This design comes from an exercise in tuning for small area on the open sky130 flow, not from production work. Only simulation tests tie the RTL to the original design; equivalence was not proved. Power is estimated from default activity; no workload was simulated.

[flow/design.v]
`default_nettype none
package fir_tap_pkg;
    localparam int DATA_W = 26;
    localparam int PREADD_W = DATA_W + 1;
    localparam int COEFF_W = 18;
    localparam int PRODUCT_W = PREADD_W + COEFF_W;
    localparam int ACC_W = 48;
    localparam int MULT_STAGES = 3;
    typedef logic signed [DATA_W-1:0]    data_t;
    typedef logic signed [PREADD_W-1:0]  preadd_t;
    typedef logic signed [COEFF_W-1:0]   coeff_t;
    typedef logic signed [PRODUCT_W-1:0] product_t;
    typedef logic signed [ACC_W-1:0]     acc_t;
    typedef struct packed {
        data_t a;
        data_t d;
    } tap_sample_t;
    typedef struct packed {
        logic   load;
        logic   update;
        coeff_t coeff;
    } coeff_ctrl_t;
endpackage
`default_nettype wire
`default_nettype none
module fir_tap_mult_path (
    input  wire         clk_i,
    input  wire         rst_i,
    input  fir_tap_pkg::tap_sample_t sample_i,
    input  fir_tap_pkg::coeff_ctrl_t coeff_ctrl_i,
    output fir_tap_pkg::product_t    product_o
);
    fir_tap_pkg::coeff_t coeff_load_q;
    fir_tap_pkg::coeff_t coeff_work_q;
    fir_tap_pkg::tap_sample_t sample_q;
    fir_tap_pkg::coeff_t      coeff_s1_q;
    fir_tap_pkg::preadd_t     preadd_sum;
    fir_tap_pkg::preadd_t     preadd_q;
    fir_tap_pkg::coeff_t      coeff_s2_q;
    fir_tap_pkg::product_t    product_q;
    always_ff @(posedge clk_i) begin
        if (rst_i) begin
            coeff_load_q <= '0;
            coeff_work_q <= '0;
        end else begin
            if (coeff_ctrl_i.load) begin
                coeff_load_q <= coeff_ctrl_i.coeff;
            end
            if (coeff_ctrl_i.update) begin
                coeff_work_q <= coeff_load_q;
            end
        end
    end
    always_ff @(posedge clk_i) begin
        if (rst_i) begin
            sample_q   <= '0;
            coeff_s1_q <= '0;
        end else begin
            sample_q   <= sample_i;
            coeff_s1_q <= coeff_work_q;
        end
    end
    assign preadd_sum = fir_tap_pkg::preadd_t'(sample_q.d) + fir_tap_pkg::preadd_t'(sample_q.a);
    always_ff @(posedge clk_i) begin
        if (rst_i) begin
            preadd_q   <= '0;
            coeff_s2_q <= '0;
        end else begin
            preadd_q   <= preadd_sum;
            coeff_s2_q <= coeff_s1_q;
        end
    end
    always_ff @(posedge clk_i) begin
        if (rst_i) begin
            product_q <= '0;
        end else begin
            product_q <= preadd_q * coeff_s2_q;
        end
    end
    assign product_o = product_q;
endmodule
`default_nettype wire
`default_nettype none
module fir_tap_addend_path (
    input  wire  clk_i,
    input  wire  rst_i,
    input  fir_tap_pkg::acc_t c_i,
    output fir_tap_pkg::acc_t c_aligned_o
);
    fir_tap_pkg::acc_t c_pipe_q [fir_tap_pkg::MULT_STAGES];
    always_ff @(posedge clk_i) begin
        if (rst_i) begin
            for (int i = 0; i < fir_tap_pkg::MULT_STAGES; i++) begin
                c_pipe_q[i] <= '0;
            end
        end else begin
            c_pipe_q[0] <= c_i;
            for (int i = 1; i < fir_tap_pkg::MULT_STAGES; i++) begin
                c_pipe_q[i] <= c_pipe_q[i-1];
            end
        end
    end
    assign c_aligned_o = c_pipe_q[fir_tap_pkg::MULT_STAGES-1];
endmodule
`default_nettype wire
`default_nettype none
module fir_tap_post_adder (
    input  wire      clk_i,
    input  wire      rst_i,
    input  fir_tap_pkg::product_t product_i,
    input  fir_tap_pkg::acc_t     c_aligned_i,
    input  fir_tap_pkg::acc_t     pcin_i,
    output fir_tap_pkg::acc_t     p_o
);
    fir_tap_pkg::acc_t product_ext;
    fir_tap_pkg::acc_t sum;
    fir_tap_pkg::acc_t p_q;
    assign product_ext = {{(fir_tap_pkg::ACC_W-fir_tap_pkg::PRODUCT_W){product_i[fir_tap_pkg::PRODUCT_W-1]}}, product_i};
    assign sum = product_ext + c_aligned_i + pcin_i;
    always_ff @(posedge clk_i) begin
        if (rst_i) begin
            p_q <= '0;
        end else begin
            p_q <= sum;
        end
    end
    assign p_o = p_q;
endmodule
`default_nettype wire
`default_nettype none
module fir_tap_top (
    input  wire         clk_i,
    input  wire         rst_i,
    input  fir_tap_pkg::tap_sample_t sample_i,
    input  fir_tap_pkg::coeff_ctrl_t coeff_ctrl_i,
    input  fir_tap_pkg::acc_t        c_i,
    input  fir_tap_pkg::acc_t        pcin_i,
    output fir_tap_pkg::acc_t        p_o
);
    fir_tap_pkg::product_t product;
    fir_tap_pkg::acc_t     c_aligned;
    fir_tap_mult_path i_mult_path (
        .clk_i        (clk_i),
        .rst_i        (rst_i),
        .sample_i     (sample_i),
        .coeff_ctrl_i (coeff_ctrl_i),
        .product_o    (product)
    );
    fir_tap_addend_path i_addend_path (
        .clk_i       (clk_i),
        .rst_i       (rst_i),
        .c_i         (c_i),
        .c_aligned_o (c_aligned)
    );
    fir_tap_post_adder i_post_adder (
        .clk_i       (clk_i),
        .rst_i       (rst_i),
        .product_i   (product),
        .c_aligned_i (c_aligned),
        .pcin_i      (pcin_i),
        .p_o         (p_o)
    );
endmodule
`default_nettype wire
[flow/run.sh]
#!/bin/bash
# synth_recipe.tcl (not shown) runs the flow's synth.tcl, then flattens the netlist and writes it again
# the make line also repeats each setting of config.mk as NAME=value (left out here)
make -C /OpenROAD-flow-scripts/flow DESIGN_CONFIG=/design/flow/config.mk WORK_HOME=/design/flow/orfs CLKGATE_MAP_FILE= SYNTH_SCRIPT=/design/flow/synth_recipe.tcl finish
[flow/config.mk]
export PLATFORM = sky130hd
export DESIGN_NAME = fir_tap_top
export DESIGN_NICKNAME = fir_tap_top
export VERILOG_FILES = /design/flow/design.v
export SDC_FILE = /design/flow/constraint.sdc
export NUM_CORES = 4
export LEC_CHECK = 0
export CAP_MARGIN = 20
export CORE_MARGIN = 2
export CORE_UTILIZATION = 40
export SLEW_MARGIN = 20
[flow/constraint.sdc]
create_clock -name core_clock -period 7.0 [get_ports {clk_i}]
set_input_delay 1.4000 -clock core_clock [delete_from_list [all_inputs] [get_ports {clk_i}]]
set_output_delay 1.4000 -clock core_clock [all_outputs]
set_load 0.01 [all_outputs]
==> run summary <==
worst max path at each step:
stage | from | endpoint | slack, ps | depth (start not counted)
floorplan | i_mult_path.preadd_q[12] | i_mult_path.product_q[41] | 780 | 22
global placement | i_mult_path.preadd_q[12] | i_mult_path.product_q[42] | 400 | 24
finish | i_mult_path.preadd_q[15] | i_mult_path.product_q[42] | 340 | 23
CTS | i_mult_path.preadd_q[9] | i_mult_path.product_q[42] | 310 | 23
detailed placement | i_mult_path.preadd_q[9] | i_mult_path.product_q[41] | 350 | 22
global route | i_mult_path.preadd_q[15] | i_mult_path.product_q[42] | 20 | 24
cell usage after synthesis (all sizes together) (4+ instances only):
| cell | count | area share, % |
|---|---|---|
| o31ai | 7 | 0.25 |
| nand2 | 330 | 3.9 |
| nor3b | 5 | 0.12 |
| nand4 | 13 | 0.25 |
| a21oi | 100 | 1.6 |
| o21bai | 14 | 0.33 |
| a21boi | 4 | 0.093 |
| dfxtp | 388 | 24 |
| buf | 4 | 0.051 |
| ha | 183 | 7.1 |
| nand2b | 14 | 0.27 |
| and2 | 190 | 3.7 |
| o21ai | 53 | 0.84 |
| nor2 | 192 | 2.2 |
| nand3 | 20 | 0.31 |
| xor2 | 34 | 0.93 |
| or3 | 8 | 0.16 |
| o21a | 22 | 0.51 |
| a211oi | 8 | 0.19 |
| fa | 522 | 33 |
| a31oi | 15 | 0.29 |
| and4 | 5 | 0.14 |
| inv | 568 | 6.6 |
| a21o | 53 | 1.2 |
| xnor2 | 63 | 1.7 |
| nor2b | 258 | 5.0 |
| nor3 | 30 | 0.48 |
| nor4b | 4 | 0.11 |
| o211ai | 9 | 0.23 |
| mux2i | 37 | 1.2 |
| clkbuf | 150 | 1.8 |
| and3 | 18 | 0.35 |
metrics by stage:
stage	hold WS, ps	power (mW)	setup WS [ps]	instance area (um2)	cells
6_report	426	5.74	342	37500	4677
5_1_grt	438	6.02	15.7	37500	4677
4_1_cts	432	5.83	310	37500	4677
3_5_place_dp	420	3.36	354	36000	4594
3_3_place_gp	417	3.36	403	36000	4594
2_1_floorplan	414	2.96	777	32100	3365
power groups by stage:
stage | combinational, mW | sequential, mW | clock [mW]
floorplan | 0.531 | 2.43 | 0
global placement | 0.885 | 2.47 | 0
detailed placement | 0.890 | 2.47 | 0
CTS | 0.895 | 2.43 | 2.51
global route | 0.989 | 2.44 | 2.60
finish | 0.886 | 2.43 | 2.43
sequential cells by signal, summed over array words and instances (netlist names):
name / count
i_mult_path.preadd_q: 27
i_mult_path.product_q: 45
i_mult_path.coeff_load_q: 18
i_addend_path.c_pipe_q: 144
i_mult_path.coeff_s1_q: 18
i_mult_path.sample_q: 52
i_mult_path.coeff_work_q: 18
i_post_adder.p_q: 48
i_mult_path.coeff_s2_q: 18
logic make-up after synthesis:
group           after synthesis  synth area share [%]
buf+inv                     722                  8.44
mux                          40                  1.27
flops                       388                  24.2
xor+xnor                     97                  2.65
fa+ha+maj                   705                  39.7
compound gates              313                  6.43
simple gates               1100                  17.4
final cells by class:
class | instances | share of cell area [%]
inverters | 568 | 5.68
clock buffers | 62 | 3.44
repair buffers | 333 | 8.32
well taps | 1050 | 3.50
multi-input cells | 2255 | 57.7
flip-flops and latches | 388 | 20.7
clock inverters | 21 | 0.680
critical path: stages (launching register included):
cell and delay, ps:
dfxtp_1 710, nand2_1 160, fa_1 550, inv_1 50, fa_1 480, fa_1 640
fa_1 450, fa_1 480, inv_1 50, fa_1 470, inv_1 40, ha_1 320
and4_1 180, and3_1 230, and3_1 190, o211ai_1 130, a31oi_1 160, buf_4 160
o21ai_0 240, o31ai_1 110, buf_4 150, a21oi_1 240, mux2i_1 210, a21oi_1 70
routing by layer:
metal  GRT usage, %  vias up  share of wire [%]
li1               -    10700                  -
met1           23.7    10900                 42
met2           33.5      452                 50
met3           1.90      142                3.7
met4           7.02        0                4.0
met5              0        -                  0
==> flow_summary.toml <==
[run_status]
run_status = "finished clean"

[timing]
setup_viol = 0
clock_skew_ps = 15.6
fmax_ghz = 0.150
layout_min_cycle_time_ps = 6660
period_share_pct = 95.1
drv_slew = 0
tns_ps = 0
rsz0062_at_grt = "no"
relSlewSlack_pct = 30.4
worst_pin_slew_ps = 1040
hold_viol_final = 0

[yosys]
syn_nets = 4240
yosys_warnings = 4
ys_async_sr_fraction_pct = 0
synth-seq-area-share_pct = 24.2
synth_seq_cells = 388
synthCells = 3365
syn_area_um2 = 32100
synth_ff_type = "dfxtp_1"
synth-edff-count = 0
yosysUniqueCellTypes = 73
avgSynthCellArea_um2 = 9.55

[pwr]
p_comb_share_pct = 15.4
switching_share_pct = 26.7
seqPwrFrac_pct = 42.3
p_sw_mw = 1.53
ir_drop_mv = 0.157
p_int_mw = 4.21
powerDensity_nw_per_um2 = 153
p_leak_nw = 17.5
clock_power_share_pct = 42.3

[die]
initial_core_util_pct = 40.5
die_w_um = 287
dieArea_um2 = 82600
die-height_um = 287
rows = 103
io_pins = 218
coreArea_um2 = 79300

[hold_path]
worstHoldStart = "i_mult_path.coeff_s1_q[3]"
hold_path_end = "i_mult_path.coeff_s2_q[3]"
min_path_cells = 1
holdCritPathClass = "flip-flop to flip-flop"

[critical_path]
cp-start-kind = "flip-flop"
cp-end-kind = "flip-flop"
reg2reg_to = "i_mult_path.product_q[42]"
r2r_cells = 23
crit_arrival_ps = 7090
reg2reg_slack_ps = 340
path_class = "flip-flop to flip-flop"
cp_max_fo = 14
reg2reg_from = "i_mult_path.preadd_q[15]"
crit_required_ps = 7440

[grt]
antenna_found_initial = 0
grtUsageTotal_pct = 18.9
grt_max_degree = 173
grt_pass1_vias = 23700
grt_pass1_wl_mm = 124
gr-total-overflow = 0

[route]
drc = 0
drt-initial-drc-count = 999
vias_per_cell = 4.73
detail_route.wl_per_cell_um = 15.9
vias = 22100
wl_mm = 74.3
ant_nets = 0
drt_pre_antenna_iters = 5

[clock_tree]
root_buffer = "clkbuf_16"
cts_setup_buffers = 0
cts_resized = 0
ctsHoldBuffers = 0
clockBufferDepth = 3
clock-sinks = 388
cts_tree = "done"
cts.clk_slew.worst_paths_ps = 70
clk-insertion-delay-late_ps = 580
htreeDepth = 2
numCtsBuffers = 45

[run]
drv_cap = 0

[finish]
final-seq-area_um2 = 7770
area_growth_pct = 16.8
finish.utilization_pct = 47.4
final_common_cell = "inv_1"
diodes = 0
multiInputGateArea_um2 = 21600
drive_gt1_share_pct = 5.87
nets = 4466
mostFrequentLayoutCells = "inv_1 (568), fa_1 (522), dfxtp_1 (383)"
nFillCells = 7669

[place]
place.gp.congestion = 0.892
numPortBuffers = 217
dp_hpwl_mm = 59.6

## separate check: timing with driven ports
How much do the figures lean on ideal ports? The routed layout below was timed once more, with nothing changed but the port constraints.
Step 1 sets driving cells, clkbuf_16 on the clock port and buf_2 on the other inputs (assumed; they add their load-dependent delay and slew).
Step 2 times the ports against the registers' clock, not the clock port: input delays grow and output delays shrink by t, the midpoint of the rising clock arrivals with the driver on.
Three values: ideal, step 1, step 2; two values: the first two.
t (ns): 0.639
slack for setup (ns): 0.342 / 0.343 / 0.343
worst slew at a driven data input, ns: 0.07
After both steps this run still meets setup and hold. The setup slack of this run moves by +0.001 ns with the drivers and by +0.001 ns with both steps.
